Background: an optimization exercise with open tools, aiming at small area and a short achievable clock period. Do not read the settings as production practice. The RTL was checked by simulation tests, not by an equivalence proof against the original design. Power and IR drop assume default switching activity.

==> flow/design.v <==
`default_nettype none
package exec_pkg;
    localparam int DATA_W   = 32;
    localparam int REG_W    = 5;
    localparam int FUNCT_W  = 6;
    localparam int SHAMT_W  = 5;
    localparam int ALUOP_W  = 4;
    localparam int ALUCTL_W = 4;
    localparam int WB_W     = 2;
    localparam int MEM_W    = 3;
    localparam logic [ALUOP_W-1:0] ALUOP_RTYPE = 4'h0;    
    localparam logic [ALUOP_W-1:0] ALUOP_ADD   = 4'h1;
    localparam logic [ALUOP_W-1:0] ALUOP_SUB   = 4'h2;
    localparam logic [ALUOP_W-1:0] ALUOP_AND   = 4'h3;
    localparam logic [ALUOP_W-1:0] ALUOP_OR    = 4'h4;
    localparam logic [ALUOP_W-1:0] ALUOP_XOR   = 4'h5;
    localparam logic [ALUOP_W-1:0] ALUOP_SLT   = 4'h6;
    localparam logic [ALUOP_W-1:0] ALUOP_LUI   = 4'h7;
    localparam logic [ALUCTL_W-1:0] ALU_AND = 4'b0000;
    localparam logic [ALUCTL_W-1:0] ALU_OR  = 4'b0001;
    localparam logic [ALUCTL_W-1:0] ALU_ADD = 4'b0010;
    localparam logic [ALUCTL_W-1:0] ALU_XOR = 4'b0011;
    localparam logic [ALUCTL_W-1:0] ALU_SLL = 4'b0100;
    localparam logic [ALUCTL_W-1:0] ALU_SRL = 4'b0101;
    localparam logic [ALUCTL_W-1:0] ALU_SUB = 4'b0110;
    localparam logic [ALUCTL_W-1:0] ALU_SLT = 4'b0111;
    localparam logic [ALUCTL_W-1:0] ALU_SRA = 4'b1000;
    localparam logic [ALUCTL_W-1:0] ALU_LUI = 4'b1001;
    localparam logic [ALUCTL_W-1:0] ALU_NOR = 4'b1100;
    localparam logic [FUNCT_W-1:0] FN_SLL = 6'h00;
    localparam logic [FUNCT_W-1:0] FN_SRL = 6'h02;
    localparam logic [FUNCT_W-1:0] FN_SRA = 6'h03;
    localparam logic [FUNCT_W-1:0] FN_ADD = 6'h20;
    localparam logic [FUNCT_W-1:0] FN_SUB = 6'h22;
    localparam logic [FUNCT_W-1:0] FN_AND = 6'h24;
    localparam logic [FUNCT_W-1:0] FN_OR  = 6'h25;
    localparam logic [FUNCT_W-1:0] FN_XOR = 6'h26;
    localparam logic [FUNCT_W-1:0] FN_NOR = 6'h27;
    localparam logic [FUNCT_W-1:0] FN_SLT = 6'h2A;
    typedef struct packed {
        logic               alu_src;     
        logic [ALUOP_W-1:0] alu_op;
        logic               reg_dst;     
    } ex_ctrl_t;
    typedef struct packed {
        logic [15:0]        upper;       
        logic [REG_W-1:0]   rd;
        logic [SHAMT_W-1:0] shamt;
        logic [FUNCT_W-1:0] funct;
    } imm_rtype_t;
    typedef union packed {
        logic signed [DATA_W-1:0] word;
        imm_rtype_t               rtype;
    } imm_word_u;
endpackage
`default_nettype wire
`timescale 1ns/1ns
`default_nettype none
import exec_pkg::*;
module alu_control
(
    input  wire logic [ALUOP_W-1:0] i_alu_op,
    input  wire logic [FUNCT_W-1:0] i_funct,
    output logic                    o_add,
    output logic                    o_sub,     
    output logic                    o_slt,
    output logic                    o_and,
    output logic                    o_or,
    output logic                    o_xor,
    output logic                    o_nor,
    output logic                    o_lui,
    output logic                    o_sll,
    output logic                    o_srl,
    output logic                    o_sra
);
    always_comb begin
        o_add = 1'b0; o_sub = 1'b0; o_slt = 1'b0; o_and = 1'b0;
        o_or  = 1'b0; o_xor = 1'b0; o_nor = 1'b0; o_lui = 1'b0;
        o_sll = 1'b0; o_srl = 1'b0; o_sra = 1'b0;
        case (i_alu_op)
            ALUOP_RTYPE: begin
                case (i_funct)
                    FN_SUB:  o_sub = 1'b1;
                    FN_AND:  o_and = 1'b1;
                    FN_OR:   o_or  = 1'b1;
                    FN_XOR:  o_xor = 1'b1;
                    FN_NOR:  o_nor = 1'b1;
                    FN_SLT:  begin o_sub = 1'b1; o_slt = 1'b1; end
                    FN_SLL:  o_sll = 1'b1;
                    FN_SRL:  o_srl = 1'b1;
                    FN_SRA:  o_sra = 1'b1;
                    default: o_add = 1'b1;    
                endcase
            end
            ALUOP_SUB: o_sub = 1'b1;
            ALUOP_AND: o_and = 1'b1;
            ALUOP_OR:  o_or  = 1'b1;
            ALUOP_XOR: o_xor = 1'b1;
            ALUOP_SLT: begin o_sub = 1'b1; o_slt = 1'b1; end
            ALUOP_LUI: o_lui = 1'b1;
            default:   o_add = 1'b1;          
        endcase
    end
endmodule
`default_nettype wire
`timescale 1ns/1ns
`default_nettype none
import exec_pkg::*;
module alu
(
    input  wire logic [DATA_W-1:0] i_p,
    input  wire logic [DATA_W-1:0] i_g,
    input  wire logic              i_cin,
    input  wire logic              i_slt,
    input  wire logic              i_shl,
    input  wire logic              i_shr,
    input  wire logic [2:0]        i_shamt_lo,
    input  wire logic              i_fill,
    output logic [DATA_W-1:0]      o_sum,       
    output logic                   o_slt_bit,
    output logic                   o_zero
);
    logic [DATA_W:0] gt [0:5];
    logic [DATA_W:0] pt [0:5];
    logic [DATA_W-1:0] c, w, sh, pp, t;
    always_comb begin
        gt[0] = {i_g, i_cin};
        pt[0] = {i_p, 1'b0};
        for (int l = 0; l < 5; l++) begin
            for (int i = 0; i <= DATA_W; i++) begin
                if ((i >> l) & 1) begin
                    gt[l+1][i] = gt[l][i] | (pt[l][i] & gt[l][((i >> l) << l) - 1]);
                    pt[l+1][i] = pt[l][i] & pt[l][((i >> l) << l) - 1];
                end else begin
                    gt[l+1][i] = gt[l][i];
                    pt[l+1][i] = pt[l][i];
                end
            end
        end
    end
    assign c = gt[5][DATA_W-1:0];    
    logic [DATA_W-1:0] w1, w2;
    assign w1 = i_shamt_lo[0] ? {i_p[DATA_W-2:0], i_fill}      : i_p;
    assign w2 = i_shamt_lo[1] ? {w1[DATA_W-3:0], {2{i_fill}}}  : w1;
    assign w  = i_shamt_lo[2] ? {w2[DATA_W-5:0], {4{i_fill}}}  : w2;
    always_comb begin
        for (int i = 0; i < DATA_W; i++) sh[i] = i_shr ? w[DATA_W-1-i] : w[i];
    end
    assign pp    = (i_shl | i_shr) ? sh : i_p;
    assign o_sum = pp ^ c;
    assign o_slt_bit = i_p[DATA_W-1] ? !c[DATA_W-1] : i_g[DATA_W-1];
    logic z_sum, z_shift;
    always_comb begin
        t[0] = i_cin;
        for (int i = 1; i < DATA_W; i++) t[i] = i_p[i-1] | i_g[i-1];
    end
    assign z_sum = (i_p == t);
    logic [6:0] keep_hi;
    always_comb begin
        for (int i = 0; i < 7; i++) keep_hi[i] = (i_shamt_lo <= 3'(6 - i));    
    end
    assign z_shift = ~|i_p[24:0] & ~|(i_p[31:25] & keep_hi);
    assign o_zero = i_slt ? !o_slt_bit : (i_shl | i_shr) ? z_shift : z_sum;
endmodule
`default_nettype wire
`timescale 1ns/1ns
`default_nettype none
import exec_pkg::*;
module id_ex_reg
(
    input  wire logic              i_clk,
    input  wire logic              i_rst,
    input  wire logic [DATA_W-1:0] i_p,
    input  wire logic [DATA_W-1:0] i_g,
    input  wire logic              i_cin,
    input  wire logic              i_slt,
    input  wire logic              i_shl,
    input  wire logic              i_shr,
    input  wire logic [2:0]        i_shamt_lo,
    input  wire logic              i_fill,
    input  wire logic [DATA_W-1:0] i_rt_data,
    input  wire logic [REG_W-1:0]  i_write_reg,
    input  wire logic [WB_W-1:0]   i_wb_ctrl,
    input  wire logic [MEM_W-1:0]  i_mem_ctrl,
    input  wire logic [1:0]        i_pc_lo,
    input  wire logic [29:0]       i_pcb_sum,
    input  wire logic [1:0]        i_pcb_co,
    output logic                   o_rst_flag,
    output logic [DATA_W-1:0]      o_p,
    output logic [DATA_W-1:0]      o_g,
    output logic                   o_cin,
    output logic                   o_slt,
    output logic                   o_shl,
    output logic                   o_shr,
    output logic [2:0]             o_shamt_lo,
    output logic                   o_fill,
    output logic [DATA_W-1:0]      o_rt_data,
    output logic [REG_W-1:0]       o_write_reg,
    output logic [WB_W-1:0]        o_wb_ctrl,
    output logic [MEM_W-1:0]       o_mem_ctrl,
    output logic [1:0]             o_pc_lo,
    output logic [29:0]            o_pcb_sum,
    output logic [1:0]             o_pcb_co
);
    always_ff @(posedge i_clk) begin
        o_rst_flag  <= !i_rst;
        o_p         <= i_p;
        o_g         <= i_g;
        o_cin       <= i_cin;
        o_slt       <= i_slt;
        o_shl       <= i_shl;
        o_shr       <= i_shr;
        o_shamt_lo  <= i_shamt_lo;
        o_fill      <= i_fill;
        o_rt_data   <= i_rt_data;
        o_write_reg <= i_write_reg;
        o_wb_ctrl   <= i_wb_ctrl;
        o_mem_ctrl  <= i_mem_ctrl;
        o_pc_lo     <= i_pc_lo;
        o_pcb_sum   <= i_pcb_sum;
        o_pcb_co    <= i_pcb_co;
    end
endmodule
`default_nettype wire
`timescale 1ns/1ns
`default_nettype none
import exec_pkg::*;
module execute_stage
(
    input  wire logic              i_flush,
    input  wire logic [DATA_W-1:0] i_pc,
    input  wire logic [DATA_W-1:0] i_rs_data,
    input  wire logic [DATA_W-1:0] i_rt_data,
    input  wire logic [DATA_W-1:0] i_imm,
    input  wire logic [REG_W-1:0]  i_rt,
    input  wire logic [REG_W-1:0]  i_rd,
    input  wire logic [WB_W-1:0]   i_wb_ctrl,
    input  wire logic [MEM_W-1:0]  i_mem_ctrl,
    input  wire logic [5:0]        i_ex_ctrl,
    output logic [DATA_W-1:0]      o_p,
    output logic [DATA_W-1:0]      o_g,
    output logic                   o_cin,
    output logic                   o_slt,
    output logic                   o_shl,        
    output logic                   o_shr,        
    output logic [2:0]             o_shamt_lo,
    output logic                   o_fill,       
    output logic [REG_W-1:0]       o_write_reg,
    output logic [WB_W-1:0]        o_wb_ctrl,
    output logic [MEM_W-1:0]       o_mem_ctrl,
    output logic [29:0]            o_pcb_sum,    
    output logic [1:0]             o_pcb_co      
);
    exec_pkg::ex_ctrl_t ex_ctrl;
    logic [DATA_W-1:0]  a, b, rb, v, coarse;
    logic [1:0]         k;
    logic op_add, op_sub, op_slt, op_and, op_or, op_xor, op_nor, op_lui;
    logic op_sll, op_srl, op_sra, op_right, fill;
    assign ex_ctrl     = i_flush ? 6'd0 : i_ex_ctrl;
    assign o_wb_ctrl   = i_flush ? '0 : i_wb_ctrl;
    assign o_mem_ctrl  = i_flush ? '0 : i_mem_ctrl;
    assign o_write_reg = ex_ctrl.reg_dst ? i_rd : i_rt;
    alu_control u_alu_control (
        .i_alu_op (ex_ctrl.alu_op),
        .i_funct  (i_imm[5:0]),
        .o_add    (op_add),
        .o_sub    (op_sub),
        .o_slt    (op_slt),
        .o_and    (op_and),
        .o_or     (op_or),
        .o_xor    (op_xor),
        .o_nor    (op_nor),
        .o_lui    (op_lui),
        .o_sll    (op_sll),
        .o_srl    (op_srl),
        .o_sra    (op_sra)
    );
    assign a  = i_rs_data;
    assign b  = ex_ctrl.alu_src ? i_imm : i_rt_data;
    assign op_right = op_srl | op_sra;
    assign fill     = i_imm[0] & b[DATA_W-1];
    assign k        = i_imm[10:9];
    always_comb begin
        for (int i = 0; i < DATA_W; i++) rb[i] = b[DATA_W-1-i];
    end
    assign v = i_imm[1] ? rb : b;
    always_comb begin
        case (k)
            2'd0: coarse = v;
            2'd1: coarse = {v[DATA_W-9:0],  {8{fill}}};
            2'd2: coarse = {v[DATA_W-17:0], {16{fill}}};
            default: coarse = {v[DATA_W-25:0], {24{fill}}};
        endcase
    end
    logic              t_ne, t_11, t_00, t_ga, t_gs;
    logic [DATA_W-1:0] u, w, pl, gl;
    assign t_ne = op_add | op_xor | op_or;
    assign t_11 = op_sub | op_and | op_or;
    assign t_00 = op_sub | op_nor;
    assign t_ga = op_add;     
    assign t_gs = op_sub;     
    always_comb begin
        for (int i = 0; i < DATA_W; i++) begin
            u[i]  = a[i] ? t_11 : t_ne;     
            w[i]  = a[i] ? t_ne : t_00;     
            pl[i] = b[i] ? u[i] : w[i];
            gl[i] = a[i] & (b[i] ? t_ga : t_gs);
        end
    end
    always_comb begin
        o_p = pl
            | ({DATA_W{op_lui}} & {b[15:0], 16'h0})
            | ({DATA_W{op_sll | op_right}} & coarse);
        o_g = gl;
    end
    assign o_cin      = op_sub;
    assign o_slt      = op_slt;
    assign o_shl      = op_sll;
    assign o_shr      = op_right;
    assign o_shamt_lo = i_imm[8:6];
    assign o_fill     = fill;
    logic [29:0] pa, pb, pg, pp, pgt, ppt, pc_c;
    assign pa = i_pc[31:2];
    assign pb = i_imm[29:0];
    assign pg = pa & pb;
    assign pp = pa ^ pb;
    always_comb begin
        pgt = pg;
        ppt = pp;
        for (int l = 0; l < 4; l++) begin
            for (int i = 29; i >= 0; i--) begin
                if ((i % 10) >= (1 << l)) begin
                    pgt[i] = pgt[i] | (ppt[i] & pgt[i - (1 << l)]);
                    ppt[i] = ppt[i] & ppt[i - (1 << l)];
                end
            end
        end
        for (int i = 0; i < 30; i++) pc_c[i] = ((i % 10) == 0) ? 1'b0 : pgt[i-1];
    end
    assign o_pcb_sum = pp ^ pc_c;
    assign o_pcb_co  = {pgt[19], pgt[9]};
endmodule
`default_nettype wire
`timescale 1ns/1ns
`default_nettype none
import exec_pkg::*;
module ex_mem_reg
(
    input  wire logic              i_clk,
    input  wire logic              i_rst,
    input  wire logic              i_rst_flag,    
    input  wire logic              i_slt,
    input  wire logic [DATA_W-1:0] i_sum,
    input  wire logic              i_slt_bit,
    input  wire logic              i_zero,
    input  wire logic [DATA_W-1:0] i_write_data,
    input  wire logic [REG_W-1:0]  i_write_reg,
    input  wire logic [WB_W-1:0]   i_wb_ctrl,
    input  wire logic [MEM_W-1:0]  i_mem_ctrl,
    input  wire logic [DATA_W-1:0] i_pc_branch,
    output logic      [DATA_W-1:0] o_alu_result,
    output logic                   o_alu_zero,
    output logic      [DATA_W-1:0] o_write_data,
    output logic      [REG_W-1:0]  o_write_reg,
    output logic      [WB_W-1:0]   o_wb_ctrl,
    output logic      [MEM_W-1:0]  o_mem_ctrl,
    output logic      [DATA_W-1:0] o_pc_branch
);
    logic kill;
    assign kill = !i_rst || i_rst_flag;
    always_ff @(posedge i_clk) begin
        if (kill) begin
            o_alu_result <= '0;
            o_alu_zero   <= i_rst;    
            o_write_data <= '0;
            o_write_reg  <= '0;
            o_wb_ctrl    <= '0;
            o_mem_ctrl   <= '0;
            o_pc_branch  <= '0;
        end else begin
            o_alu_result <= i_slt ? {{(DATA_W-1){1'b0}}, i_slt_bit} : i_sum;
            o_alu_zero   <= i_zero;
            o_write_data <= i_write_data;
            o_write_reg  <= i_write_reg;
            o_wb_ctrl    <= i_wb_ctrl;
            o_mem_ctrl   <= i_mem_ctrl;
            o_pc_branch  <= i_pc_branch;
        end
    end
endmodule
`default_nettype wire
`timescale 1ns/1ns
`default_nettype none
import exec_pkg::*;
module execute_top
(
    input  wire logic              i_clk,
    input  wire logic              i_rst,
    input  wire logic              i_flush,
    input  wire logic [DATA_W-1:0] i_pc,
    input  wire logic [DATA_W-1:0] i_rs_data,
    input  wire logic [DATA_W-1:0] i_rt_data,
    input  wire logic [DATA_W-1:0] i_imm,        
    input  wire logic [REG_W-1:0]  i_rt,
    input  wire logic [REG_W-1:0]  i_rd,
    input  wire logic [WB_W-1:0]   i_wb_ctrl,
    input  wire logic [MEM_W-1:0]  i_mem_ctrl,
    input  wire logic [5:0]        i_ex_ctrl,    
    output logic      [DATA_W-1:0] o_alu_result,
    output logic                   o_alu_zero,
    output logic      [DATA_W-1:0] o_write_data,
    output logic      [REG_W-1:0]  o_write_reg,
    output logic      [WB_W-1:0]   o_wb_ctrl,
    output logic      [MEM_W-1:0]  o_mem_ctrl,
    output logic      [DATA_W-1:0] o_pc_branch
);
    logic [DATA_W-1:0] s1_p, s1_g;
    logic              s1_cin, s1_slt, s1_shl, s1_shr, s1_fill;
    logic [2:0]        s1_shamt_lo;
    logic [REG_W-1:0]  s1_write_reg;
    logic [WB_W-1:0]   s1_wb_ctrl;
    logic [MEM_W-1:0]  s1_mem_ctrl;
    logic [29:0]       s1_pcb_sum;
    logic [1:0]        s1_pcb_co;
    logic              idex_rst_flag;
    logic [DATA_W-1:0] idex_p, idex_g, idex_rt_data;
    logic              idex_cin, idex_slt, idex_shl, idex_shr, idex_fill;
    logic [2:0]        idex_shamt_lo;
    logic [REG_W-1:0]  idex_write_reg;
    logic [WB_W-1:0]   idex_wb_ctrl;
    logic [MEM_W-1:0]  idex_mem_ctrl;
    logic [1:0]        idex_pc_lo;
    logic [29:0]       idex_pcb_sum;
    logic [1:0]        idex_pcb_co;
    logic [1:0]        pcb_cin;
    logic [DATA_W-1:0] ex_sum, ex_pc_branch;
    logic              ex_slt_bit, ex_zero;
    execute_stage u_execute_stage (
        .i_flush     (i_flush),
        .i_pc        (i_pc),
        .i_rs_data   (i_rs_data),
        .i_rt_data   (i_rt_data),
        .i_imm       (i_imm),
        .i_rt        (i_rt),
        .i_rd        (i_rd),
        .i_wb_ctrl   (i_wb_ctrl),
        .i_mem_ctrl  (i_mem_ctrl),
        .i_ex_ctrl   (i_ex_ctrl),
        .o_p         (s1_p),
        .o_g         (s1_g),
        .o_cin       (s1_cin),
        .o_slt       (s1_slt),
        .o_shl       (s1_shl),
        .o_shr       (s1_shr),
        .o_shamt_lo  (s1_shamt_lo),
        .o_fill      (s1_fill),
        .o_write_reg (s1_write_reg),
        .o_wb_ctrl   (s1_wb_ctrl),
        .o_mem_ctrl  (s1_mem_ctrl),
        .o_pcb_sum   (s1_pcb_sum),
        .o_pcb_co    (s1_pcb_co)
    );
    id_ex_reg u_id_ex_reg (
        .i_clk       (i_clk),
        .i_rst       (i_rst),
        .i_p         (s1_p),
        .i_g         (s1_g),
        .i_cin       (s1_cin),
        .i_slt       (s1_slt),
        .i_shl       (s1_shl),
        .i_shr       (s1_shr),
        .i_shamt_lo  (s1_shamt_lo),
        .i_fill      (s1_fill),
        .i_rt_data   (i_rt_data),
        .i_write_reg (s1_write_reg),
        .i_wb_ctrl   (s1_wb_ctrl),
        .i_mem_ctrl  (s1_mem_ctrl),
        .i_pc_lo     (i_pc[1:0]),
        .i_pcb_sum   (s1_pcb_sum),
        .i_pcb_co    (s1_pcb_co),
        .o_rst_flag  (idex_rst_flag),
        .o_p         (idex_p),
        .o_g         (idex_g),
        .o_cin       (idex_cin),
        .o_slt       (idex_slt),
        .o_shl       (idex_shl),
        .o_shr       (idex_shr),
        .o_shamt_lo  (idex_shamt_lo),
        .o_fill      (idex_fill),
        .o_rt_data   (idex_rt_data),
        .o_write_reg (idex_write_reg),
        .o_wb_ctrl   (idex_wb_ctrl),
        .o_mem_ctrl  (idex_mem_ctrl),
        .o_pc_lo     (idex_pc_lo),
        .o_pcb_sum   (idex_pcb_sum),
        .o_pcb_co    (idex_pcb_co)
    );
    alu u_alu (
        .i_p        (idex_p),
        .i_g        (idex_g),
        .i_cin      (idex_cin),
        .i_slt      (idex_slt),
        .i_shl      (idex_shl),
        .i_shr      (idex_shr),
        .i_shamt_lo (idex_shamt_lo),
        .i_fill     (idex_fill),
        .o_sum      (ex_sum),
        .o_slt_bit  (ex_slt_bit),
        .o_zero     (ex_zero)
    );
    assign pcb_cin[0] = idex_pcb_co[0];
    assign pcb_cin[1] = idex_pcb_co[1] | (&idex_pcb_sum[19:10] & idex_pcb_co[0]);
    assign ex_pc_branch = {idex_pcb_sum[29:20] + {9'd0, pcb_cin[1]},
                           idex_pcb_sum[19:10] + {9'd0, pcb_cin[0]},
                           idex_pcb_sum[9:0], idex_pc_lo};
    ex_mem_reg u_ex_mem_reg (
        .i_clk        (i_clk),
        .i_rst        (i_rst),
        .i_rst_flag   (idex_rst_flag),
        .i_slt        (idex_slt),
        .i_sum        (ex_sum),
        .i_slt_bit    (ex_slt_bit),
        .i_zero       (ex_zero),
        .i_write_data (idex_rt_data),
        .i_write_reg  (idex_write_reg),
        .i_wb_ctrl    (idex_wb_ctrl),
        .i_mem_ctrl   (idex_mem_ctrl),
        .i_pc_branch  (ex_pc_branch),
        .o_alu_result (o_alu_result),
        .o_alu_zero   (o_alu_zero),
        .o_write_data (o_write_data),
        .o_write_reg  (o_write_reg),
        .o_wb_ctrl    (o_wb_ctrl),
        .o_mem_ctrl   (o_mem_ctrl),
        .o_pc_branch  (o_pc_branch)
    );
endmodule
`default_nettype wire
==> flow/flow/run.sh <==
#!/bin/bash
# The standard layout (the standard.sh: standard synthesis, floorplan,
# placement, CTS, routing), with one change: the buffers placed on the
# ports are the platform's smallest plain buffer, sky130_fd_sc_hd__buf_1,
# instead of the resizer's default pick (a 10 um2 delay buffer). Timing
# repair still upsizes any port buffer on a critical path.
set -euo pipefail
export BUFFER_PORTS_ARGS="-buffer_cell sky130_fd_sc_hd__buf_1"
bash standard.sh > standard.log 2>&1
==> flow/standard.sh <==
#!/bin/bash
# synth_recipe.tcl (not shown) runs the flow's synth.tcl, then flattens the netlist and writes it again
# the make line also repeats each setting of config.mk as NAME=value (left out here)
make -C /OpenROAD-flow-scripts/flow DESIGN_CONFIG=/design/flow/config.mk WORK_HOME=/design/flow/orfs CLKGATE_MAP_FILE= SYNTH_SCRIPT=/design/flow/synth_recipe.tcl "${@:-finish}"
==> flow/config.mk <==
export PLATFORM = sky130hd
export DESIGN_NAME = execute_top
export DESIGN_NICKNAME = execute_top
export VERILOG_FILES = /design/flow/design.v
export SDC_FILE = /design/flow/constraint.sdc
export NUM_CORES = 4
export LEC_CHECK = 0
export CAP_MARGIN = 20
export CORE_MARGIN = 2
export CORE_UTILIZATION = 40
export CTS_CLUSTER_DIAMETER = 100
export CTS_CLUSTER_SIZE = 24
export SETUP_SLACK_MARGIN = 2.9
export SLEW_MARGIN = 20
==> flow/constraint.sdc <==
create_clock -name core_clock -period 6.0 [get_ports {i_clk}]
set_input_delay 1.2000 -clock core_clock [delete_from_list [all_inputs] [get_ports {i_clk}]]
set_output_delay 1.2000 -clock core_clock [all_outputs]
set_load 0.01 [all_outputs]
==> metrics.json, run 1 <==
{
  "status": {
    "run_status": "timing/DRC/antenna clean"
  },
  "routing": {
    "firstDrtPassIters": 7,
    "postRouteAntennaNets": 0,
    "num_vias": 12400,
    "postRouteWirelength_mm": 48.3,
    "remaining_drc_errors": 0,
    "post_drt_via_cell_ratio": 5.72,
    "drt-initial-drc-count": 1356,
    "wire_per_inst_um": 22.2
  },
  "global_routing": {
    "overflow_after_grt": 0,
    "first_global_vias": 11500,
    "grtUsageTotal": 0.259,
    "grt_antenna_before_repair": 2,
    "grt_pass1_wl_mm": 70.8,
    "grt_start_max_net_pins": 59
  },
  "yosys": {
    "synth_area_leader": "dfxtp_1",
    "syn_area_per_cell_um2": 9.07,
    "warnings_synthesis": 7,
    "synthDistinctLibCells": 75,
    "synth_sequential_area_ratio": 0.372,
    "dominantRegCellSynth": "dfxtp_1",
    "postSynthRegisterBits": 256,
    "synth.area.top_cells": "dfxtp_1 37%, mux2i_1 7.0%, mux4_2 4.4%",
    "syn_area_um2": 13800,
    "ys_async_sr_fraction": 0,
    "post_synth_inst_count": 1519,
    "post-synth-top-area-fraction": 0.372,
    "synth_fp_nets": 1708,
    "synth-edff-count": 0
  },
  "placement": {
    "place_worst_setup_slack_ps": 1750,
    "post-place-cells": 2134,
    "hpwl_mm": 35.4,
    "globalplace.congestion": 0.912,
    "port_buffers": 258
  },
  "floorplanning": {
    "start_util": 0.409,
    "floorplan.io_pins": 259,
    "floorplan.core_area_um2": 33700,
    "die-height_um": 190,
    "number_of_core_rows": 67,
    "design.die.area_um2": 36000,
    "die-width_um": 190
  },
  "critical_path": {
    "worst_setup_path_start_kind": "primary input",
    "critPathArrivalTime_ps": 3490,
    "worstSetupEndpointType": "flip-flop",
    "cp_max_fo": 17,
    "setup.worst_path.class": "primary input to flip-flop",
    "worst_setup_path_startpoint": "i_flush",
    "worst_r2r_startpoint": "u_id_ex_reg.o_p[0]",
    "cp_data_required_time_ps": 6430
  },
  "final_layout": {
    "sequential_cell_area_um2": 5130,
    "nNetsFinal": 1913,
    "finalNonFillerCells": 2175,
    "final_layout_size_suffix_gt1_frac": 0.105,
    "fillCellCount": 3301,
    "syn2layout_area_growth_pct": 15.7,
    "multi_input_combinational_cell_area_um2": 8300
  },
  "pwr": {
    "p_leak_uw": 0.00648,
    "pwr-share-seq": 0.485,
    "switchingPower_uw": 1420,
    "combinationalPowerShare": 0.260,
    "internal-power_uw": 2800,
    "switching_share": 0.337,
    "pwr-share-clk": 0.255,
    "power.ir.vdd_worst_v": 0.000228,
    "power_per_cell_area_nw_per_um2": 265
  },
  "clock_tree": {
    "clk_pin_slew_worst_paths_ps": 100,
    "clock_insertion_delay_worst_skew_ps": 530,
    "cts_hold_buffers": 0,
    "ctsLongestPathBuffers": 3,
    "clockRootBuffer": "clkbuf_16",
    "tritoncts.num_buffers": 15,
    "clkSinkCount": 256,
    "htree_levels": 1,
    "cts_tree": "done"
  },
  "worst_hold_path": {
    "hp-class": "flip-flop to flip-flop",
    "worst_hold_startpoint": "u_id_ex_reg.o_rt_data[19]"
  },
  "timing": {
    "max_freq_ghz": 0.327,
    "rsz0062_at_grt": "yes",
    "layout_setup_ws_ps": 2940,
    "hold_slack_ps": 401,
    "setup_total_negative_slack_ps": 0,
    "timing.final.crit_share": 0.510,
    "final_max_slew_viol_count": 0,
    "max-slew-margin-rel": 0.279,
    "final-hold-violation-count": 0,
    "period_needed_ps": 3060,
    "skew_ps": 49.1,
    "worst-slew-pin-transition_ps": 1080,
    "setup_viol_count_final": 0
  },
  "run": {
    "max-cap-violations": 0
  }
}
area by class of cell:
class | instances | area share
inverter | 40 | 0.00942
clock inverter | 4 | 0.00314
multi-input combinational | 1119 | 0.520
clock buffer | 15 | 0.0235
antenna | 1 | 0.000157
sequential | 256 | 0.322
timing repair buffer | 292 | 0.0866
tap | 448 | 0.0352
cells in the mapped netlist, types with 8 or more instances:
cell	n
nor4_1	11
nand3_1	15
and2_1	72
buf_1	8
mux2i_1	97
clkbuf_1	76
o211a_1	33
inv_1	37
a21o_1	19
a21oi_1	109
nor2_1	146
xor2_1	42
ha_1	34
o21ai_0	55
o221ai_2	10
nor2b_1	12
o221ai_1	18
mux2_2	28
nand2b_1	13
nand4_1	13
nand2_1	141
buf_2	12
mux4_2	27
mux2i_2	10
nor3_1	15
xnor2_1	41
o211ai_1	9
dfxtp_1	256
a211oi_1	48
worst max-delay path, stage by stage:
cell and delay (ps):
buf_2 190, nor2b_4 150, buf_12 220, mux2i_2 720
mux2i_1 160, mux2i_1 220, o2bb2ai_1 140, o22ai_1 140
a211o_1 320
through the flow:
step,instance area [µm²],total power (µW),util
after floorplan,13800,2760,-
after global placement,15000,3100,0.445
after detailed placement,15000,3110,0.445
after CTS,15700,4220,0.466
after global routing,15900,4430,0.473
final,15900,4230,0.473
worst paths after layout:
check,end,slack (ps),cells past startpoint
max,u_id_ex_reg.o_p[16],2940,9
min reg2reg,u_ex_mem_reg.o_write_data[19],400,1
max reg2reg,u_ex_mem_reg.o_alu_result[0],3140,9
min,u_ex_mem_reg.o_write_data[19],400,1
per-layer routing:
layer / GRT usage / vias up / part of all wire
met5: 0 / - / 0.00023
met3: 0.0524 / 112 / 0.086
met1: 0.337 / 5888 / 0.41
met2: 0.423 / 644 / 0.46
li1: - / 5797 / -
met4: 0.103 / 2 / 0.041
cells by family after synthesis:
group	after synthesis	share of synthesized area
AO/OA/AOI/OAI	368	0.187
XOR/XNOR	83	0.0528
adder cells (fa/ha/maj)	38	0.0360
buffers and inverters	148	0.0463
flip-flops	256	0.372
multiplexers	162	0.147
AND/OR/NAND/NOR	464	0.158
power by group through the flow:
stage          clock [µW]  combinational, µW  sequential (µW)
4_1_cts              1120               1070             2040
6_report             1080               1100             2050
2_1_floorplan           0                781             1980
5_1_grt              1170               1190             2070
3_5_place_dp            0               1030             2080
3_3_place_gp            0               1020             2080
what timing repair did:
item	CTS	global route
buffers inserted	4	11
pin swaps	3	3
resized for setup	36	25
setup endpoints to repair	34	34
cloned	4	1
cells in the final DEF (no fill, tap or decap), types with 42 or more instances in the layout:
master and n:
a211oi_1 48, a21oi_1 108, and2_1 72, buf_1 253, dfxtp_1 253, mux2i_1 82
nand2_1 141, nor2_1 144, o21ai_0 53, xor2_1 42
==> run 2, diff against run 1 <==
--- a/flow/config.mk
+++ b/flow/config.mk
@@ -10,5 +10,5 @@
 export CORE_UTILIZATION = 40
 export CTS_CLUSTER_DIAMETER = 100
 export CTS_CLUSTER_SIZE = 24
-export SETUP_SLACK_MARGIN = 2.9
+export SETUP_SLACK_MARGIN = 3.5
 export SLEW_MARGIN = 20
==> run 2 against run 1 <==
Die area unchanged; worst hold slack improved by 20 ps; maximum frequency increased by 14%; synthesized cell count unchanged; register-to-register slack improved by 400 ps; sequential share of layout area decreased by 3.9 points; cell count increased by 5.8%; highest routed layer is now met4.
==> metrics.json, run 2 <==
{
  "status": {
    "run_status": "timing/DRC/antenna clean"
  },
  "routing": {
    "wire_per_inst": {"value": 22.0, "unit": "µm", "change": "-1.1%"},
    "firstDrtPassIters": {"value": 5, "change": "-2"},
    "postRouteWirelength": {"value": 50.5, "unit": "mm", "change": "+4.7%"},
    "post_drt_via_cell_ratio": {"value": 5.70, "change": "-0.45%"},
    "remaining_drc_errors": {"value": 0, "change": "unchanged"},
    "num_vias": {"value": 13100, "change": "+5.4%"},
    "drt-initial-drc-count": {"value": 1195, "change": "-12%"},
    "postRouteAntennaNets": {"value": 0, "change": "unchanged"}
  },
  "final_layout": {
    "layout_common_cells": "247 x dfxtp_1, 243 x buf_1, 140 x nand2_1",
    "final_layout_size_suffix_gt1_frac": {"value": 0.241, "change": "+0.136"},
    "finalNonFillerCells": {"value": 2302, "change": "+5.8%"},
    "fillCellCount": {"value": 3124, "change": "-5.4%"},
    "mostFrequentLayoutCell": "dfxtp_1",
    "nNetsFinal": {"value": 2037, "change": "+6.5%"},
    "syn2layout_area_growth_pct": 32.0
  },
  "floorplanning": {
    "design.die.area": {"value": 36000, "unit": "µm²", "change": "unchanged"},
    "start_util": {"value": 0.409, "change": "unchanged"},
    "die-height": {"value": 190, "unit": "µm", "change": "unchanged"},
    "floorplan.io_pins": {"value": 259, "change": "unchanged"},
    "number_of_core_rows": {"value": 67, "change": "unchanged"},
    "die-width": {"value": 190, "unit": "µm", "change": "unchanged"},
    "floorplan.core_area": {"value": 33700, "unit": "µm²", "change": "unchanged"}
  },
  "yosys": {
    "post-synth-top-count-cell": "dfxtp_1",
    "synth-edff-count": {"value": 0, "change": "unchanged"},
    "synth.area.top_cells": "dfxtp_1 37%, mux2i_1 7.0%, mux4_2 4.4%",
    "synth_adder_area_share": {"value": 0.0360, "change": "unchanged"},
    "synth_sequential_area_ratio": {"value": 0.372, "change": "unchanged"},
    "post_synth_xor_area_fraction": {"value": 0.0528, "change": "unchanged"},
    "synthDistinctLibCells": {"value": 75, "change": "unchanged"},
    "synth_area_leader": "dfxtp_1",
    "ys_async_sr_fraction": {"value": 0, "change": "unchanged"},
    "synth_compound_area_frac": {"value": 0.187, "change": "unchanged"},
    "synth-simple-area-share": {"value": 0.158, "change": "unchanged"},
    "postSynthRegisterBits": {"value": 256, "change": "unchanged"},
    "mux_share_of_post_synthesis_cell_area": {"value": 0.147, "change": "unchanged"},
    "warnings_synthesis": {"value": 7, "change": "unchanged"},
    "synth_top_family_by_area": "compound AO/OA/AOI/OAI gates",
    "post-synth-top-area-fraction": {"value": 0.372, "change": "unchanged"},
    "dominantRegCellSynth": "dfxtp_1",
    "syn_area_per_cell": {"value": 9.07, "unit": "µm²", "change": "unchanged"},
    "synth_fp_nets": {"value": 1708, "change": "unchanged"},
    "post_synth_most_frequent_cells": "256 x dfxtp_1, 146 x nor2_1, 141 x nand2_1",
    "post_synth_inst_count": {"value": 1519, "change": "unchanged"},
    "syn_area": {"value": 13800, "unit": "µm²", "change": "unchanged"}
  },
  "pwr": {
    "pwr-share-clk": {"value": 0.242, "change": "-0.013"},
    "combinationalPowerShare": {"value": 0.297, "change": "+0.037"},
    "internal-power": {"value": 2940, "unit": "µW", "change": "+5.0%"},
    "power.ir.vdd_worst": {"value": 0.000161, "unit": "V", "change": "-29%"},
    "post-layout-total-power": {"value": 4440, "unit": "µW", "change": "+5.0%"},
    "switching_share": {"value": 0.337, "change": "+0.000460"},
    "power_per_cell_area": {"value": 244, "unit": "nW/µm²", "change": "-7.9%"},
    "switchingPower": {"value": 1500, "unit": "µW", "change": "+5.2%"},
    "p_leak": {"value": 0.00736, "unit": "µW", "change": "+14%"},
    "pwr-share-seq": {"value": 0.461, "change": "-0.024"}
  },
  "global_routing": {
    "grt_start_max_net_pins": {"value": 59, "change": "unchanged"},
    "grt_pass1_wl": {"value": 73.6, "unit": "mm", "change": "+4.0%"},
    "grtUsageTotal": {"value": 0.267, "change": "+0.00828"},
    "first_global_vias": {"value": 12300, "change": "+7.4%"},
    "grt_antenna_before_repair": {"value": 4, "change": "+2"},
    "overflow_after_grt": {"value": 0, "change": "unchanged"}
  },
  "timing": {
    "max-slew-margin-rel": {"value": 0.321, "change": "+0.0420"},
    "setup_viol_count_final": {"value": 0, "change": "unchanged"},
    "final-hold-violation-count": {"value": 0, "change": "unchanged"},
    "max_freq": {"value": 0.371, "unit": "GHz", "change": "+14%"},
    "timing.final.crit_share": {"value": 0.449, "change": "-0.0616"},
    "rsz0062_at_grt": "yes",
    "skew": {"value": 23.3, "unit": "ps", "change": "-25.7 ps"},
    "setup_total_negative_slack": {"value": 0, "unit": "ps", "change": "unchanged"},
    "final_max_slew_viol_count": {"value": 0, "change": "unchanged"},
    "period_needed": {"value": 2690, "unit": "ps", "change": "-369 ps"},
    "worst-slew-pin-transition": {"value": 1020, "unit": "ps", "change": "-64.1 ps"}
  },
  "run": {
    "max-cap-violations": {"value": 0, "change": "unchanged"}
  },
  "critical_path": {
    "worst_setup_path_startpoint": "i_ex_ctrl[5]",
    "worst_r2r_startpoint": "u_id_ex_reg.o_p[0]",
    "worstReg2RegEnd": "u_ex_mem_reg.o_alu_zero",
    "cp_data_required_time": {"value": 6400, "unit": "ps", "change": "-30 ps"},
    "cp-endpoint": "u_id_ex_reg.o_p[25]",
    "critPathMaxStageDelay": {"value": 310, "unit": "ps", "change": "-410 ps"},
    "path_cells": "buf_1, nor2b_4, buf_12, buf_12, buf_16, buf_12, mux2i_4, and2_1, a211oi_2, a211oi_2, o32ai_2, a211o_1",
    "reg2reg_depth": {"value": 9, "change": "unchanged"},
    "critPathArrivalTime": {"value": 3100, "unit": "ps", "change": "-390 ps"},
    "regToRegSetupSlack": {"value": 3540, "unit": "ps", "change": "+400 ps"},
    "worstSetupEndpointType": "flip-flop",
    "setup.worst_path.class": "primary input to flip-flop",
    "worst_setup_path_start_kind": "primary input",
    "cp_max_fo": {"value": 6, "change": "-11"},
    "crit_slowest_cell": "mux2i_4",
    "cpMostUsedCell": "buf_12"
  },
  "clock_tree": {
    "cts_tree": "done",
    "cts_hold_buffers": {"value": 0, "change": "unchanged"},
    "tritoncts.num_buffers": {"value": 15, "change": "unchanged"},
    "htree_levels": {"value": 1, "change": "unchanged"},
    "clock_insertion_delay_worst_skew": {"value": 510, "unit": "ps", "change": "-20 ps"},
    "clockRootBuffer": "clkbuf_16",
    "ctsLongestPathBuffers": {"value": 3, "change": "unchanged"},
    "clk_pin_slew_worst_paths": {"value": 110, "unit": "ps", "change": "about the same"},
    "clkSinkCount": {"value": 256, "change": "unchanged"}
  },
  "placement": {
    "hpwl": {"value": 35.2, "unit": "mm", "change": "-0.49%"},
    "globalplace.congestion": {"value": 0.948, "change": "+3.9%"},
    "post-place-cells": {"value": 2132, "change": "-0.094%"},
    "port_buffers": {"value": 258, "change": "unchanged"}
  },
  "worst_hold_path": {
    "hp-class": "flip-flop to flip-flop"
  }
}
[run 2: cell count changes in the layout (fill, tap and decap cells not counted), sizes merged]
cell	delta
a211oi	-1
a31o	+1
buf	+121
clkinv	-2
clkinvlp	+3
diode	+2
inv	+2
nor2	-1
or2	+2
[run 2: power groups by stage]
stage | Clock [µW] | Combinational [µW] | Sequential (µW)
6_report | 1070 | 1320 | 2050
5_1_grt | 1160 | 1420 | 2060
4_1_cts | 1100 | 1220 | 2040
3_5_place_dp | 0 | 1060 | 2080
3_3_place_gp | 0 | 1060 | 2080
2_1_floorplan | 0 | 818 | 1980
[run 2: worst min path at each step]
stage	cells after the start	to	startpoint
floorplan	1	u_ex_mem_reg.o_mem_ctrl[0]	u_id_ex_reg.o_mem_ctrl[0]
global placement	1	u_ex_mem_reg.o_write_data[23]	u_id_ex_reg.o_rt_data[23]
detailed placement	1	u_ex_mem_reg.o_write_data[13]	u_id_ex_reg.o_rt_data[13]
CTS	1	u_ex_mem_reg.o_write_reg[2]	u_id_ex_reg.o_write_reg[2]
global route	1	u_ex_mem_reg.o_write_data[9]	u_id_ex_reg.o_rt_data[9]
finish	1	u_ex_mem_reg.o_write_data[5]	u_id_ex_reg.o_rt_data[5]
[run 2: logic make-up after synthesis]
family / count (synthesis)
simple gates: 464
buf+inv: 148
fa+ha+maj: 38
mux: 162
flops: 256
compound gates: 368
xor+xnor: 83
[run 2: area by class of cell]
class | instances | area, µm² | area share
multi-input combinational | 1120 | 9160 | 0.504
sequential | 256 | 5140 | 0.283
timing repair buffer | 413 | 2710 | 0.149
tap | 448 | 561 | 0.0308
clock buffer | 15 | 375 | 0.0206
inverter | 40 | 173 | 0.00949
clock inverter | 5 | 47.5 | 0.00261
timing repair inverter | 2 | 13.8 | 0.000757
antenna | 3 | 7.51 | 0.000413
[run 2: timing repair]
action | 4_1_cts | 5_1_grt
buffers inserted | 105 | 29
hold endpoints to repair | 0 | 0
gates cloned | 7 | 4
pin swaps | 38 | 70
gates resized for setup | 149 | 116
setup endpoints to repair | 93 | 55
[run 2: per-layer routing]
layer | vias to the layer above | GRT usage | wire length (µm)
li1 | 6057 | - | -
met4 | 0 | 0.0871 | 1750
met1 | 6262 | 0.349 | 20600
met3 | 116 | 0.0513 | 4280
met2 | 675 | 0.446 | 23900
met5 | - | 0 | 0
[run 2: worst max-delay path: cells and delay by family]
| kind | cells | cell delay (ps) |
|---|---|---|
| AO/OA/AOI/OAI | 4 | 630 |
| buffers and inverters | 5 | 600 |
| AND/OR/NAND/NOR | 2 | 360 |
| multiplexers | 1 | 310 |
[run 2: stage by stage]
step	worst slack [ps]	util	hold slack (ps)	cell area, µm²
floorplan	3020	-	406	14300
global placement	1720	0.455	406	15300
detailed placement	1670	0.455	411	15300
CTS	3340	0.516	423	17400
global route	3260	0.540	439	18200
finish	3310	0.540	421	18200
==> run 3, diff against run 2 <==
--- a/flow/config.mk
+++ b/flow/config.mk
@@ -10,5 +10,6 @@
 export CORE_UTILIZATION = 40
 export CTS_CLUSTER_DIAMETER = 100
 export CTS_CLUSTER_SIZE = 24
-export SETUP_SLACK_MARGIN = 3.5
+export SETUP_SLACK_MARGIN = 3.2
 export SLEW_MARGIN = 20
+export TNS_END_PERCENT = 20
==> run 3 against run 2 <==
Still clean on timing, DRC and antenna; sequential cell count is the same; global-route usage shrank 1.2 points; utilization shrank 4.8 points; final area shrank 8.9%; register-to-register slack lost 200 ps; sequential power is essentially flat; power shrank 3.8%; cell count shrank 3.6%; highest routed layer unchanged.
==> metrics.json, run 3 <==
{
  "clock_tree": {
    "tritoncts.num_buffers": {"value": 15, "change": "unchanged"},
    "cts_hold_buffers": {"value": 0, "change": "unchanged"},
    "ctsLongestPathBuffers": {"value": 3, "change": "unchanged"},
    "clockRootBuffer": "clkbuf_16",
    "htree_levels": {"value": 1, "change": "unchanged"},
    "cts_tree": "done",
    "clkSinkCount": {"value": 256, "change": "unchanged"},
    "clk_pin_slew_worst_paths": {"value": 110, "unit": "ps", "change": "about the same"},
    "clock_insertion_delay_worst_skew": {"value": 530, "unit": "ps", "change": "+20 ps"}
  },
  "global_routing": {
    "overflow_after_grt": {"value": 0, "change": "unchanged"},
    "grtUsageTotal": {"value": 0.255, "change": "-0.0122"},
    "grt_pass1_wl": {"value": 70.4, "unit": "mm", "change": "-4.4%"},
    "grt_start_max_net_pins": {"value": 52, "change": "-12%"},
    "first_global_vias": {"value": 11800, "change": "-3.9%"},
    "grt_antenna_before_repair": {"value": 3, "change": "-1"}
  },
  "routing": {
    "num_vias": {"value": 12600, "change": "-4.1%"},
    "firstDrtPassIters": {"value": 7, "change": "+2"},
    "drt-initial-drc-count": {"value": 1276, "change": "+6.8%"},
    "postRouteAntennaNets": {"value": 0, "change": "unchanged"},
    "post_drt_via_cell_ratio": {"value": 5.67, "change": "-0.46%"},
    "wire_per_inst": {"value": 21.6, "unit": "µm", "change": "-1.5%"},
    "postRouteWirelength": {"value": 48.0, "unit": "mm", "change": "-5.0%"},
    "remaining_drc_errors": {"value": 0, "change": "unchanged"}
  },
  "placement": {
    "hpwl": {"value": 35.0, "unit": "mm", "change": "-0.74%"},
    "port_buffers": {"value": 258, "change": "unchanged"},
    "post_dp_cell_area": {"value": 15200, "unit": "µm²", "change": "-0.93%"},
    "globalplace.congestion": {"value": 0.922, "change": "-2.7%"}
  },
  "timing": {
    "rsz0062_at_grt": "yes",
    "setup_viol_count_final": {"value": 0, "change": "unchanged"},
    "period_needed": {"value": 2900, "unit": "ps", "change": "+208 ps"},
    "max-slew-margin-rel": {"value": 0.306, "change": "-0.0144"},
    "final-hold-violation-count": {"value": 0, "change": "unchanged"},
    "final_max_slew_viol_count": {"value": 0, "change": "unchanged"},
    "worst-slew-pin-transition": {"value": 1040, "unit": "ps", "change": "+19.6 ps"},
    "setup_total_negative_slack": {"value": 0, "unit": "ps", "change": "unchanged"},
    "max_freq": {"value": 0.345, "unit": "GHz", "change": "-7.2%"},
    "skew": {"value": 62.9, "unit": "ps", "change": "+39.6 ps"},
    "timing.final.crit_share": {"value": 0.483, "change": "+0.0346"}
  },
  "critical_path": {
    "cp_data_required_time": {"value": 6390, "unit": "ps", "change": "about the same"},
    "cp_top_family": "multiplexers",
    "worst_setup_path_startpoint": "i_flush",
    "worstReg2RegEnd": "u_ex_mem_reg.o_alu_result[20]",
    "setup.worst_path.class": "primary input to flip-flop",
    "regToRegSetupSlack": {"value": 3340, "unit": "ps", "change": "-200 ps"},
    "critPathMaxStageDelay": {"value": 310, "unit": "ps", "change": "about the same"},
    "reg2reg_depth": {"value": 8, "change": "-1"},
    "worst_r2r_startpoint": "u_id_ex_reg.o_p[4]",
    "worstSetupEndpointType": "flip-flop",
    "crit_slowest_cell": "mux2_4",
    "worst_setup_path_start_kind": "primary input",
    "critPathArrivalTime": {"value": 3290, "unit": "ps", "change": "+190 ps"},
    "cp_max_fo": {"value": 6, "change": "unchanged"},
    "sum_of_buffers_and_inverters_on_the_critical_path": {"value": 5, "change": "unchanged"},
    "path_cells": "buf_1, buf_6, nor2b_4, buf_12, buf_16, buf_16, mux2i_4, mux2i_1, mux2_4, o22ai_2, o22ai_2, a211o_1"
  },
  "yosys": {
    "synth.area.top_cells": "dfxtp_1 37%, mux2i_1 7.0%, mux4_2 4.4%",
    "ys_async_sr_fraction": {"value": 0, "change": "unchanged"},
    "dominantRegCellSynth": "dfxtp_1",
    "post_synth_inst_count": {"value": 1519, "change": "unchanged"},
    "synth-simple-area-share": {"value": 0.158, "change": "unchanged"},
    "syn_area": {"value": 13800, "unit": "µm²", "change": "unchanged"},
    "syn_area_per_cell": {"value": 9.07, "unit": "µm²", "change": "unchanged"},
    "post_synth_most_frequent_cells": "256 x dfxtp_1, 146 x nor2_1, 141 x nand2_1",
    "warnings_synthesis": {"value": 7, "change": "unchanged"},
    "synth-edff-count": {"value": 0, "change": "unchanged"},
    "mux_share_of_post_synthesis_cell_area": {"value": 0.147, "change": "unchanged"},
    "postSynthRegisterBits": {"value": 256, "change": "unchanged"},
    "synth_adder_area_share": {"value": 0.0360, "change": "unchanged"},
    "synth_area_leader": "dfxtp_1",
    "post_synth_xor_area_fraction": {"value": 0.0528, "change": "unchanged"},
    "post-synth-top-area-fraction": {"value": 0.372, "change": "unchanged"},
    "synth_compound_area_frac": {"value": 0.187, "change": "unchanged"},
    "synth_sequential_area_ratio": {"value": 0.372, "change": "unchanged"},
    "synth_fp_nets": {"value": 1708, "change": "unchanged"},
    "synthDistinctLibCells": {"value": 75, "change": "unchanged"},
    "synth_top_family_by_area": "compound AO/OA/AOI/OAI gates",
    "post-synth-top-count-cell": "dfxtp_1"
  },
  "pwr": {
    "power_per_cell_area": {"value": 258, "unit": "nW/µm²", "change": "+5.5%"},
    "combinationalPowerShare": {"value": 0.270, "change": "-0.027"},
    "internal-power": {"value": 2840, "unit": "µW", "change": "-3.4%"},
    "power.ir.vdd_worst": {"value": 0.000234, "unit": "V", "change": "+45%"},
    "switching_share": {"value": 0.334, "change": "-0.00302"},
    "p_leak": {"value": 0.00677, "unit": "µW", "change": "-8.0%"},
    "switchingPower": {"value": 1430, "unit": "µW", "change": "-4.7%"},
    "pwr-share-seq": {"value": 0.479, "change": "+0.018"},
    "pwr-share-clk": {"value": 0.251, "change": "+0.009"}
  },
  "worst_hold_path": {
    "holdPathEnd": "u_ex_mem_reg.o_write_data[8]",
    "hp-class": "flip-flop to flip-flop",
    "hold_depth": {"value": 1, "change": "unchanged"},
    "worst_hold_startpoint": "u_id_ex_reg.o_rt_data[8]"
  },
  "final_layout": {
    "nNetsFinal": {"value": 1953, "change": "-4.1%"},
    "syn2layout_area_growth_pct": 20.3,
    "final_design_instance_area_without_fill": {"value": 16600, "unit": "µm²", "change": "-8.9%"},
    "mostFrequentLayoutCell": "dfxtp_1",
    "layout_common_cells": "253 x dfxtp_1, 251 x buf_1, 143 x nor2_1",
    "final_layout_size_suffix_gt1_frac": {"value": 0.143, "change": "-0.0984"},
    "sequential_cell_area": {"value": 5130, "unit": "µm²", "change": "-0.19%"},
    "multi_input_combinational_cell_area": {"value": 8500, "unit": "µm²", "change": "-7.2%"},
    "fillCellCount": {"value": 3280, "change": "+5.0%"}
  },
  "floorplanning": {
    "die-width": {"value": 190, "unit": "µm", "change": "unchanged"},
    "floorplan.core_area": {"value": 33700, "unit": "µm²", "change": "unchanged"},
    "design.die.area": {"value": 36000, "unit": "µm²", "change": "unchanged"},
    "start_util": {"value": 0.409, "change": "unchanged"},
    "number_of_core_rows": {"value": 67, "change": "unchanged"},
    "die-height": {"value": 190, "unit": "µm", "change": "unchanged"},
    "floorplan.io_pins": {"value": 259, "change": "unchanged"}
  },
  "run": {
    "max-cap-violations": {"value": 0, "change": "unchanged"}
  },
  "status": {
    "run_status": "timing/DRC/antenna clean"
  }
}
## run 3: cell counts after synthesis
Identical to the previous run, type by type.
## run 3: power by group through the flow
stage	combinational, µW	clock (µW)	sequential (µW)
after floorplan	797	0	1980
after global placement	1030	0	2080
after detailed placement	1050	0	2080
after CTS	1110	1100	2040
after global routing	1250	1160	2060
final	1150	1070	2050
## run 3: metal layers
| layer | GRT usage | routed length [µm] | vias to the layer above |
|---|---|---|---|
| li1 | - | - | 5882 |
| met1 | 0.330 | 19700 | 5999 |
| met2 | 0.424 | 22400 | 594 |
| met3 | 0.0498 | 4030 | 104 |
| met4 | 0.0942 | 1900 | 0 |
| met5 | 0 | 0 | - |
## run 3: final cells by class
| type | count | share of cell area |
|---|---|---|
| Antenna cell | 3 | 0.000453 |
| Clock buffer | 15 | 0.0226 |
| Clock inverter | 6 | 0.00309 |
| Inverter | 40 | 0.00906 |
| Multi-Input combinational cell | 1117 | 0.513 |
| Sequential cell | 256 | 0.309 |
| Tap cell | 448 | 0.0338 |
| Timing Repair Buffer | 334 | 0.109 |
## run 3: timing repair
action | 4_1_cts | 5_1_grt
setup buffers | 35 | 19
setup endpoints to repair | 53 | 51
gates resized for setup | 45 | 38
pin swaps | 10 | 7
cloned | 5 | 3
## run 3: logic make-up (layout without fill, tap and decap cells)
| group | Yosys count | in the layout |
|---|---|---|
| mux | 162 | 162 |
| buf+inv | 148 | 395 |
| other cells | 0 | 3 |
| xor+xnor | 83 | 83 |
| fa+ha+maj | 38 | 38 |
| compound gates | 368 | 368 |
| simple gates | 464 | 466 |
| flops | 256 | 256 |
## run 3: worst max-delay path by stage
| stage | slack, ps | cells after the start | end |
|---|---|---|---|
| finish | 3100 | 12 | u_id_ex_reg.o_p[17] |
| global route | 3080 | 11 | u_id_ex_reg.o_pcb_sum[9] |
| CTS | 3100 | 10 | u_id_ex_reg.o_p[20] |
| detailed placement | 1710 | 9 | u_id_ex_reg.o_p[11] |
| global placement | 1710 | 10 | u_id_ex_reg.o_p[16] |
| floorplan | 3020 | 8 | u_id_ex_reg.o_p[20] |
## run 3: stage by stage
stage	util	hold WS, ps	worst slack, ps	power, µW	instances
2_1_floorplan	-	406	3020	2780	1519
3_3_place_gp	0.450	407	1710	3110	2132
3_5_place_dp	0.451	410	1710	3130	2133
4_1_cts	0.482	419	3100	4240	2194
5_1_grt	0.492	435	3080	4470	2219
6_report	0.492	414	3100	4270	2219
==> run 4, diff against run 3 <==
--- a/flow/config.mk
+++ b/flow/config.mk
@@ -12,4 +12,3 @@
 export CTS_CLUSTER_SIZE = 24
 export SETUP_SLACK_MARGIN = 3.2
 export SLEW_MARGIN = 20
-export TNS_END_PERCENT = 20
==> run 4 against run 3 <==
Global-route usage is 0.55 points higher; sequential cell count is the same; first-iteration DRC count down 4.9%; sequential share of layout area rose by 0.22 points; die area did not move; register-to-register slack got worse by 30 ps; sequential power hardly changed; maximum frequency increased by 0.79%; via count barely moved; clock power is 5% higher; critical path depth shrank 2; critical path type unchanged; critical endpoint unchanged.
==> metrics.json, run 4 <==
{
  "timing": {
    "skew": {"value": 28.4, "unit": "ps", "change": "-34.5 ps"},
    "final-hold-violation-count": {"value": 0, "change": "unchanged"},
    "max_freq": {"value": 0.348, "unit": "GHz", "change": "+0.79%"},
    "setup_total_negative_slack": {"value": 0, "unit": "ps", "change": "unchanged"},
    "layout_setup_ws": {"value": 3120, "unit": "ps", "change": "+22.7 ps"},
    "setup_viol_count_final": {"value": 0, "change": "unchanged"},
    "final_max_slew_viol_count": {"value": 0, "change": "unchanged"},
    "period_needed": {"value": 2880, "unit": "ps", "change": "-22.7 ps"},
    "max-slew-margin-rel": {"value": 0.311, "change": "+0.00423"},
    "timing.final.crit_share": {"value": 0.479, "change": "-0.00378"},
    "worst-slew-pin-transition": {"value": 1030, "unit": "ps", "change": "-6.32 ps"},
    "rsz0062_at_grt": "yes"
  },
  "placement": {
    "globalplace.congestion": {"value": 0.912, "change": "-1.1%"},
    "place_worst_setup_slack": {"value": 1580, "unit": "ps", "change": "-138 ps"},
    "port_buffers": {"value": 258, "change": "unchanged"},
    "hpwl": {"value": 35.5, "unit": "mm", "change": "+1.5%"},
    "post_dp_cell_area": {"value": 15200, "unit": "µm²", "change": "-0.12%"}
  },
  "clock_tree": {
    "ctsLongestPathBuffers": {"value": 3, "change": "unchanged"},
    "clkSinkCount": {"value": 256, "change": "unchanged"},
    "clockRootBuffer": "clkbuf_16",
    "tritoncts.num_buffers": {"value": 15, "change": "unchanged"},
    "clock_insertion_delay_worst_skew": {"value": 520, "unit": "ps", "change": "about the same"},
    "cts_tree": "done",
    "htree_levels": {"value": 1, "change": "unchanged"},
    "clk_pin_slew_worst_paths": {"value": 90, "unit": "ps", "change": "-20 ps"}
  },
  "final_layout": {
    "layout_common_cells": "253 x dfxtp_1, 246 x buf_1, 143 x nor2_1",
    "final_layout_size_suffix_gt1_frac": {"value": 0.140, "change": "-0.00292"},
    "syn2layout_area_growth_pct": 19.5,
    "final_design_instance_area_without_fill": {"value": 16500, "unit": "µm²", "change": "-0.69%"},
    "nNetsFinal": {"value": 1947, "change": "-0.31%"},
    "mostFrequentLayoutCell": "dfxtp_1"
  },
  "yosys": {
    "synth.area.top_cells": "dfxtp_1 37%, mux2i_1 7.0%, mux4_2 4.4%",
    "synth_compound_area_frac": {"value": 0.187, "change": "unchanged"},
    "synth_top_family_by_area": "compound AO/OA/AOI/OAI gates",
    "post-synth-top-area-fraction": {"value": 0.372, "change": "unchanged"},
    "synth-simple-area-share": {"value": 0.158, "change": "unchanged"},
    "postSynthRegisterBits": {"value": 256, "change": "unchanged"},
    "mux_share_of_post_synthesis_cell_area": {"value": 0.147, "change": "unchanged"},
    "syn_area_per_cell": {"value": 9.07, "unit": "µm²", "change": "unchanged"},
    "post-synth-top-count-cell": "dfxtp_1",
    "ys_async_sr_fraction": {"value": 0, "change": "unchanged"},
    "post_synth_xor_area_fraction": {"value": 0.0528, "change": "unchanged"},
    "synthDistinctLibCells": {"value": 75, "change": "unchanged"},
    "dominantRegCellSynth": "dfxtp_1",
    "synth_fp_nets": {"value": 1708, "change": "unchanged"},
    "synth_area_leader": "dfxtp_1",
    "synth_adder_area_share": {"value": 0.0360, "change": "unchanged"},
    "warnings_synthesis": {"value": 7, "change": "unchanged"},
    "post_synth_most_frequent_cells": "256 x dfxtp_1, 146 x nor2_1, 141 x nand2_1",
    "syn_area": {"value": 13800, "unit": "µm²", "change": "unchanged"},
    "synth-edff-count": {"value": 0, "change": "unchanged"},
    "post_synth_inst_count": {"value": 1519, "change": "unchanged"},
    "synth_sequential_area_ratio": {"value": 0.372, "change": "unchanged"}
  },
  "routing": {
    "num_vias": {"value": 12600, "change": "-0.087%"},
    "firstDrtPassIters": {"value": 7, "change": "unchanged"},
    "post_drt_via_cell_ratio": {"value": 5.68, "change": "+0.18%"},
    "wire_per_inst": {"value": 22.0, "unit": "µm", "change": "+1.7%"},
    "drt-initial-drc-count": {"value": 1214, "change": "-4.9%"},
    "remaining_drc_errors": {"value": 0, "change": "unchanged"},
    "postRouteAntennaNets": {"value": 0, "change": "unchanged"},
    "postRouteWirelength": {"value": 48.7, "unit": "mm", "change": "+1.4%"}
  },
  "critical_path": {
    "worst_setup_path_startpoint": "i_flush",
    "worst_setup_path_start_kind": "primary input",
    "worst_r2r_startpoint": "u_id_ex_reg.o_p[0]",
    "worstSetupEndpointType": "flip-flop",
    "critPathArrivalTime": {"value": 3280, "unit": "ps", "change": "about the same"},
    "regToRegSetupSlack": {"value": 3310, "unit": "ps", "change": "-30 ps"},
    "worstReg2RegEnd": "u_ex_mem_reg.o_alu_zero",
    "cp_data_required_time": {"value": 6400, "unit": "ps", "change": "about the same"},
    "reg2reg_depth": {"value": 9, "change": "+1"},
    "setup.worst_path.class": "primary input to flip-flop",
    "cp-endpoint": "u_id_ex_reg.o_p[17]",
    "cp_max_fo": {"value": 10, "change": "+4"}
  },
  "worst_hold_path": {
    "hp-class": "flip-flop to flip-flop",
    "hold_depth": {"value": 1, "change": "unchanged"}
  },
  "status": {
    "run_status": "timing/DRC/antenna clean"
  },
  "pwr": {
    "post-layout-total-power": {"value": 4310, "unit": "µW", "change": "+0.97%"},
    "power_per_cell_area": {"value": 262, "unit": "nW/µm²", "change": "+1.7%"},
    "p_leak": {"value": 0.00674, "unit": "µW", "change": "-0.44%"},
    "power.ir.vdd_worst": {"value": 0.000221, "unit": "V", "change": "-5.4%"}
  },
  "floorplanning": {
    "die-height": {"value": 190, "unit": "µm", "change": "unchanged"},
    "floorplan.core_area": {"value": 33700, "unit": "µm²", "change": "unchanged"},
    "floorplan.io_pins": {"value": 259, "change": "unchanged"},
    "design.die.area": {"value": 36000, "unit": "µm²", "change": "unchanged"},
    "die-width": {"value": 190, "unit": "µm", "change": "unchanged"},
    "number_of_core_rows": {"value": 67, "change": "unchanged"},
    "start_util": {"value": 0.409, "change": "unchanged"}
  },
  "global_routing": {
    "grtUsageTotal": {"value": 0.261, "change": "+0.00548"},
    "grt_antenna_before_repair": {"value": 3, "change": "unchanged"},
    "grt_pass1_wl": {"value": 71.8, "unit": "mm", "change": "+2.0%"},
    "grt_start_max_net_pins": {"value": 59, "change": "+13%"},
    "overflow_after_grt": {"value": 0, "change": "unchanged"},
    "first_global_vias": {"value": 11800, "change": "-0.29%"}
  },
  "run": {
    "max-cap-violations": {"value": 0, "change": "unchanged"}
  }
}
[run 4: worst min path at each step]
stage	start	end	slack (ps)
4_1_cts	u_id_ex_reg.o_rt_data[28]	u_ex_mem_reg.o_write_data[28]	430
5_1_grt	u_id_ex_reg.o_rt_data[14]	u_ex_mem_reg.o_write_data[14]	450
2_1_floorplan	u_id_ex_reg.o_mem_ctrl[0]	u_ex_mem_reg.o_mem_ctrl[0]	410
3_3_place_gp	u_id_ex_reg.o_rt_data[12]	u_ex_mem_reg.o_write_data[12]	410
6_report	u_id_ex_reg.o_rt_data[28]	u_ex_mem_reg.o_write_data[28]	420
3_5_place_dp	u_id_ex_reg.o_rt_data[19]	u_ex_mem_reg.o_write_data[19]	410
[run 4: where the power goes]
group          switching (µW)  leakage, µW  internal (µW)
Sequential                189      0.00213           1860
Clock                     607     0.000223            512
Combinational             636      0.00439            511
Total                    1430      0.00674           2880
[run 4: final cells by class]
class | instances | area, µm²
Fill cell | 3217 | 17200
Multi-Input combinational cell | 1117 | 8460
Sequential cell | 256 | 5130
Timing Repair Buffer | 328 | 1710
Tap cell | 448 | 561
Clock buffer | 15 | 375
Inverter | 40 | 150
Clock inverter | 6 | 72.6
Antenna cell | 3 | 7.51
[run 4: routing by layer]
layer,track usage,vias up,part of all wire,routed length [µm]
met4,0.0930,0,0.039,1920
met5,0,-,0,0
met2,0.435,611,0.47,22800
met3,0.0343,119,0.075,3640
met1,0.347,5974,0.42,20300
li1,-,5864,-,-
[run 4: what timing repair did]
item,4_1_cts,5_1_grt
endpoints found under the setup margin,69,45
hold buffers,0,0
pin swaps,5,5
cloned,3,2
resized for setup,43,33
setup buffers,29,23
[run 4: stage by stage]
step                std cells  hold slack (ps)  utilization
finish                   2213              421        0.488
floorplan                1519              406            -
detailed placement       2131              410        0.450
global placement         2131              408        0.450
CTS                      2184              429        0.478
global route             2212              447        0.488
[run 4: cell families after synthesis]
kind of cell | Yosys count
XOR/XNOR | 83
AO/OA/AOI/OAI | 368
buffers and inverters | 148
flip-flops | 256
adder cells (fa/ha/maj) | 38
AND/OR/NAND/NOR | 464
multiplexers | 162
[run 4: worst max-delay path: stages]
cell and delay (ps):
clkbuf_4 180, nor2b_4 170, buf_12 150, buf_4 150
mux2i_4 410, mux2i_1 120, mux2_2 290, o22ai_1 160
o22ai_1 120, a211o_1 310

==> separate check: timing with driven ports <==
The results above use ideal ports. As a check the final layouts listed here were re-extracted and re-timed, cells and wires unchanged. Step 1, drivers: a clkbuf_16 drives i_clk and a buf_2 each remaining input, both assumed. Step 2 also shifts input and output timing later by t, the mid clock arrival at the registers, as if the neighbouring blocks saw the same clock. a / b / c = ideal / step 1 / step 2; a / b = the first two.
run	t, ns	setup WS [ns]	clock arrival spread, ns	slew at the worst register clock pin (ns)	worst data-port slew with drivers (ns)
run 1	0.558	2.939 / 2.970 / 2.411	0.049 / 0.049	0.11 / 0.11	0.14
run 2	0.555	3.308 / 3.311 / 2.756	0.024 / 0.024	0.11 / 0.11	0.24
run 3	0.557	3.100 / 3.133 / 2.576	0.063 / 0.063	0.11 / 0.11	0.09
run 4	0.564	3.123 / 3.156 / 2.593	0.030 / 0.029	0.11 / 0.11	0.08
After both steps setup and hold are still met in every run listed. The setup slack of run 2, which loses most, moves by +0.003 ns with the drivers and by -0.552 ns with both steps.
